This is an optimization exercise on Yosys and OpenROAD, whose aim is small area and a short achievable clock period, not a production implementation.
Function was checked by simulation only, so behaviour that the tests miss may differ from the original.
Power is estimated from default activity; no workload was simulated.

Setup of yarrow:
==> module wb_regfile, before the edit <==
module wb_regfile #(
    parameter int XLEN = 32,
    parameter int NREG = 32
) (
    input  logic                    clk,
    input  logic                    rst,
    input  logic [3:0]              wb_in_wb,
    input  logic [XLEN-1:0]         wb_in_data_in,
    input  logic [XLEN-1:0]         wb_in_alu_result,
    input  logic [$clog2(NREG)-1:0] wb_in_rd_addr,
    input  logic [$clog2(NREG)-1:0] rs1_addr,
    input  logic [$clog2(NREG)-1:0] rs2_addr,
    output logic [XLEN-1:0]         rs1_data,
    output logic [XLEN-1:0]         rs2_data,
    output logic                    fwd_en,
    output logic [$clog2(NREG)-1:0] fwd_addr,
    output logic [XLEN-1:0]         fwd_data,
    output logic [$clog2(NREG)-1:0] last_wr_addr,
    output logic [XLEN-1:0]         last_wr_data,
    output logic [31:0]             retired
);
    localparam int AW = $clog2(NREG);
    logic reg_write;
    logic mem_to_reg;
    logic valid;
    logic we;
    logic [XLEN-1:0] wdata;
    logic [XLEN-1:0] wdata_r;      
    logic [NREG-1:1] wen;          
    logic [NREG-1:1] ld;           
    logic [NREG-1:1] sel1, sel2;   
    logic            hit1, hit2;   
    logic [XLEN*NREG-1:XLEN] regs_q;
    logic [AW-1:0]   last_wr_addr_q;
    logic [XLEN-1:0] last_wr_data_q;
    logic [31:0]     retired_q;
    assign reg_write  = wb_in_wb[0];
    assign mem_to_reg = wb_in_wb[1];
    assign valid      = wb_in_wb[2];
    assign wdata   = mem_to_reg ? wb_in_data_in : wb_in_alu_result;
    assign wdata_r = wdata & {XLEN{rst}};
    assign we      = reg_write & (wb_in_rd_addr != '0) & rst;
    assign fwd_en   = we;
    assign fwd_addr = wb_in_rd_addr;
    assign fwd_data = wdata;
    logic       rd_nz;
    logic [1:0] rd_z;
    logic       nrw;           
    wb_regfile_nor  #(.W(3)) u_rdz0 (.a(wb_in_rd_addr[2:0]), .y(rd_z[0]));
    wb_regfile_nor  #(.W(2)) u_rdz1 (.a(wb_in_rd_addr[4:3]), .y(rd_z[1]));
    wb_regfile_nand #(.W(2)) u_rdnz (.a(rd_z), .y(rd_nz));
    assign nrw = ~(reg_write & rst);
    wb_regfile_hit u_hit1 (.a(rs1_addr), .rd(wb_in_rd_addr), .nrw(nrw), .rd_nz(rd_nz), .hit(hit1));
    wb_regfile_hit u_hit2 (.a(rs2_addr), .rd(wb_in_rd_addr), .nrw(nrw), .rd_nz(rd_nz), .hit(hit2));
    logic       nwe;           
    logic [3:0] nw_lo, n1_lo, n2_lo;
    logic [7:0] nw_hi, n1_hi, n2_hi;
    assign nwe = ~(reg_write & rst);
    wb_regfile_predec u_dec_w (.a(wb_in_rd_addr), .n_lo(nw_lo), .n_hi(nw_hi));
    wb_regfile_predec u_dec_1 (.a(rs1_addr),      .n_lo(n1_lo), .n_hi(n1_hi));
    wb_regfile_predec u_dec_2 (.a(rs2_addr),      .n_lo(n2_lo), .n_hi(n2_hi));
    for (genvar i = 1; i < NREG; i++) begin : g_reg
        wb_regfile_nor #(.W(3)) u_wen  (.a({nw_lo[i%4], nw_hi[i/4], nwe}),    .y(wen[i]));
        wb_regfile_nor #(.W(3)) u_sel1 (.a({n1_lo[i%4], n1_hi[i/4], wen[i]}), .y(sel1[i]));
        wb_regfile_nor #(.W(3)) u_sel2 (.a({n2_lo[i%4], n2_hi[i/4], wen[i]}), .y(sel2[i]));
        assign ld[i] = wen[i] | ~rst;
        always_ff @(posedge clk) begin
            if (ld[i]) regs_q[XLEN*i +: XLEN] <= wdata_r;
        end
    end
    for (genvar b = 0; b < XLEN; b++) begin : g_rd
        logic [NREG-1:0] col;
        assign col[0] = wdata[b];
        for (genvar i = 1; i < NREG; i++) begin : g_col
            assign col[i] = regs_q[XLEN*i + b];
        end
        wb_regfile_andor #(.N(NREG)) u_rd1 (.d(col), .s({sel1, hit1}), .y(rs1_data[b]));
        wb_regfile_andor #(.N(NREG)) u_rd2 (.d(col), .s({sel2, hit2}), .y(rs2_data[b]));
    end
    always_ff @(posedge clk) begin
        if (!rst) begin
            last_wr_addr_q <= '0;
            last_wr_data_q <= '0;
            retired_q      <= '0;
        end else begin
            if (we) begin
                last_wr_addr_q <= wb_in_rd_addr;
                last_wr_data_q <= wdata;
            end
            if (valid) begin
                retired_q <= retired_q + 32'd1;
            end
        end
    end
    assign last_wr_addr = last_wr_addr_q;
    assign last_wr_data = last_wr_data_q;
    assign retired      = retired_q;
endmodule
==> module wb_regfile_hit, before the edit <==
module wb_regfile_hit (
    input  logic [4:0] a,
    input  logic [4:0] rd,
    input  logic       nrw,
    input  logic       rd_nz,
    output logic       hit
);
    logic [4:0] x;
    logic [1:0] t;
    for (genvar b = 0; b < 5; b++) begin : g_x
        wb_regfile_xor u_x (.a(a[b]), .b(rd[b]), .y(x[b]));
    end
    wb_regfile_nor #(.W(3)) u_t0 (.a(x[2:0]), .y(t[0]));
    wb_regfile_nor #(.W(3)) u_t1 (.a({x[4:3], nrw}), .y(t[1]));
    wb_regfile_and #(.W(3)) u_hit (.a({t, rd_nz}), .y(hit));
endmodule
==> module wb_regfile_xor, before the edit <==
module wb_regfile_xor (
    input  logic a,
    input  logic b,
    output logic y
);
    assign y = a ^ b;
endmodule
==> module wb_regfile_and, before the edit <==
module wb_regfile_and #(
    parameter int W = 2
) (
    input  logic [W-1:0] a,
    output logic         y
);
    assign y = &a;
endmodule
==> module wb_regfile_predec, before the edit <==
module wb_regfile_predec (
    input  logic [4:0] a,
    output logic [3:0] n_lo,
    output logic [7:0] n_hi
);
    logic [4:0] na;
    for (genvar b = 0; b < 5; b++) begin : g_inv
        wb_regfile_nand #(.W(1)) u_inv (.a(a[b]), .y(na[b]));
    end
    for (genvar j = 0; j < 4; j++) begin : g_lo
        wb_regfile_nand #(.W(2)) u_lo (
            .a({j[1] ? a[1] : na[1], j[0] ? a[0] : na[0]}), .y(n_lo[j]));
    end
    for (genvar k = 0; k < 8; k++) begin : g_hi
        wb_regfile_nand #(.W(3)) u_hi (
            .a({k[2] ? a[4] : na[4], k[1] ? a[3] : na[3], k[0] ? a[2] : na[2]}), .y(n_hi[k]));
    end
endmodule
Settings: LEC_CHECK=0, CAP_MARGIN=20, CORE_MARGIN=2, CORE_UTILIZATION=45, CTS_BUF_LIST=sky130_fd_sc_hd__clkbuf_8, PLACE_DENSITY=0.62, SETUP_SLACK_MARGIN=4.5, SLEW_MARGIN=20, SYNTH_HIERARCHICAL=1; clock period 10.0 ns.
standard.sh (not shown) runs the stock make flow with config.mk's settings and CLKGATE_MAP_FILE= SYNTH_SCRIPT=/design/flow/synth_recipe.tcl, a recipe that flattens the netlist after the stock synthesis.
==> flow/flow/run.sh <==
#!/bin/bash
# The standard layout (the standard.sh: ORFS synthesis through finish), with
# plain buf_2 cells as the port buffers and a clock tree of larger sink clusters
# without dummy loads. Each tool's output goes to standard.log.
set -euo pipefail
bash standard.sh \
  "BUFFER_PORTS_ARGS=-buffer_cell sky130_fd_sc_hd__buf_2" \
  "CTS_ARGS=-sink_clustering_enable -repair_clock_nets -buf_list sky130_fd_sc_hd__clkbuf_8 -sink_clustering_size 12 -sink_clustering_max_diameter 50 -dont_use_dummy_load" \
  finish > standard.log 2>&1
yarrow ended with every stage complete and zero timing, DRC or antenna violations.
The following lists how willow was set up differently from yarrow:
diff --git a/flow/design.v b/flow/design.v
--- a/flow/design.v
+++ b/flow/design.v
@@ -41,19 +41,12 @@
     assign wdata_r = wdata & {XLEN{rst}};
     assign we      = reg_write & (wb_in_rd_addr != '0) & rst;
     assign fwd_en   = we;
     assign fwd_addr = wb_in_rd_addr;
     assign fwd_data = wdata;
-    logic       rd_nz;
-    logic [1:0] rd_z;
-    logic       nrw;           
-    wb_regfile_nor  #(.W(3)) u_rdz0 (.a(wb_in_rd_addr[2:0]), .y(rd_z[0]));
-    wb_regfile_nor  #(.W(2)) u_rdz1 (.a(wb_in_rd_addr[4:3]), .y(rd_z[1]));
-    wb_regfile_nand #(.W(2)) u_rdnz (.a(rd_z), .y(rd_nz));
-    assign nrw = ~(reg_write & rst);
-    wb_regfile_hit u_hit1 (.a(rs1_addr), .rd(wb_in_rd_addr), .nrw(nrw), .rd_nz(rd_nz), .hit(hit1));
-    wb_regfile_hit u_hit2 (.a(rs2_addr), .rd(wb_in_rd_addr), .nrw(nrw), .rd_nz(rd_nz), .hit(hit2));
+    assign hit1 = we & (rs1_addr == wb_in_rd_addr);
+    assign hit2 = we & (rs2_addr == wb_in_rd_addr);
     logic       nwe;           
     logic [3:0] nw_lo, n1_lo, n2_lo;
     logic [7:0] nw_hi, n1_hi, n2_hi;
     assign nwe = ~(reg_write & rst);
     wb_regfile_predec u_dec_w (.a(wb_in_rd_addr), .n_lo(nw_lo), .n_hi(nw_hi));
@@ -118,57 +111,20 @@
     input  logic [7:0] s,
     output logic       y
 );
     assign y = |(d & s);
 endmodule
-module wb_regfile_hit (
-    input  logic [4:0] a,
-    input  logic [4:0] rd,
-    input  logic       nrw,
-    input  logic       rd_nz,
-    output logic       hit
-);
-    logic [4:0] x;
-    logic [1:0] t;
-    for (genvar b = 0; b < 5; b++) begin : g_x
-        wb_regfile_xor u_x (.a(a[b]), .b(rd[b]), .y(x[b]));
-    end
-    wb_regfile_nor #(.W(3)) u_t0 (.a(x[2:0]), .y(t[0]));
-    wb_regfile_nor #(.W(3)) u_t1 (.a({x[4:3], nrw}), .y(t[1]));
-    wb_regfile_and #(.W(3)) u_hit (.a({t, rd_nz}), .y(hit));
-endmodule
-module wb_regfile_xor (
-    input  logic a,
-    input  logic b,
-    output logic y
-);
-    assign y = a ^ b;
-endmodule
-module wb_regfile_and #(
-    parameter int W = 2
-) (
-    input  logic [W-1:0] a,
-    output logic         y
-);
-    assign y = &a;
-endmodule
 module wb_regfile_predec (
     input  logic [4:0] a,
     output logic [3:0] n_lo,
     output logic [7:0] n_hi
 );
-    logic [4:0] na;
-    for (genvar b = 0; b < 5; b++) begin : g_inv
-        wb_regfile_nand #(.W(1)) u_inv (.a(a[b]), .y(na[b]));
-    end
     for (genvar j = 0; j < 4; j++) begin : g_lo
-        wb_regfile_nand #(.W(2)) u_lo (
-            .a({j[1] ? a[1] : na[1], j[0] ? a[0] : na[0]}), .y(n_lo[j]));
+        assign n_lo[j] = ~(a[1:0] == 2'(j));
     end
     for (genvar k = 0; k < 8; k++) begin : g_hi
-        wb_regfile_nand #(.W(3)) u_hi (
-            .a({k[2] ? a[4] : na[4], k[1] ? a[3] : na[3], k[0] ? a[2] : na[2]}), .y(n_hi[k]));
+        assign n_hi[k] = ~(a[4:2] == 3'(k));
     end
 endmodule
 module wb_regfile_aoi #(
     parameter int W = 2
 ) (
Findings:
Per the comparison of willow with yarrow, core utilization -2.6 points, maximum frequency from static timing analysis -0.0011 GHz, final clock skew -0.028 ns.
Going from yarrow to willow, share of power burned in the clock network grew by 0.5 points; total via count in the routed design went down; net switching power of the design decreased by about 3.2% relative to the old numbers; sequential share of layout area now sits higher.
Changes observed in willow relative to yarrow: detailed router's first-iteration violation count picked up an extra 282; number of gates given a new drive strength after cts lost 46%; worst reg2reg path depth lost 1; full die area neither gained nor lost much; via density per instance lost 0.074.

[separate check: timing with driven ports]
How much do the figures lean on ideal ports? The routed layouts below were timed once more, with nothing changed but the port constraints.
Step 1 sets driving cells, clkbuf_16 on the clock port and buf_2 on the other inputs (assumed; they add their load-dependent delay and slew).
Step 2 adds t to the input delays and takes it off the output delays; t is the mean of the earliest and latest rising clock arrival at the registers after step 1. Input paths then give back, and output paths get back, about the clock's delay inside the block.
Three values: ideal, step 1, step 2; two values: the first two.
run	t, ns	setup WS [ns]	clock arrival spread, ns	worst data-port slew with drivers (ns)
yarrow	0.811	3.715 / 3.625 / 3.625	0.089 / 0.089	0.22
willow	0.826	3.670 / 3.575 / 3.575	0.092 / 0.092	0.14
After both steps every run listed still meets setup and hold. For willow, which loses most, drivers alone change the setup slack by -0.095 ns; drivers and shift together by -0.095 ns.
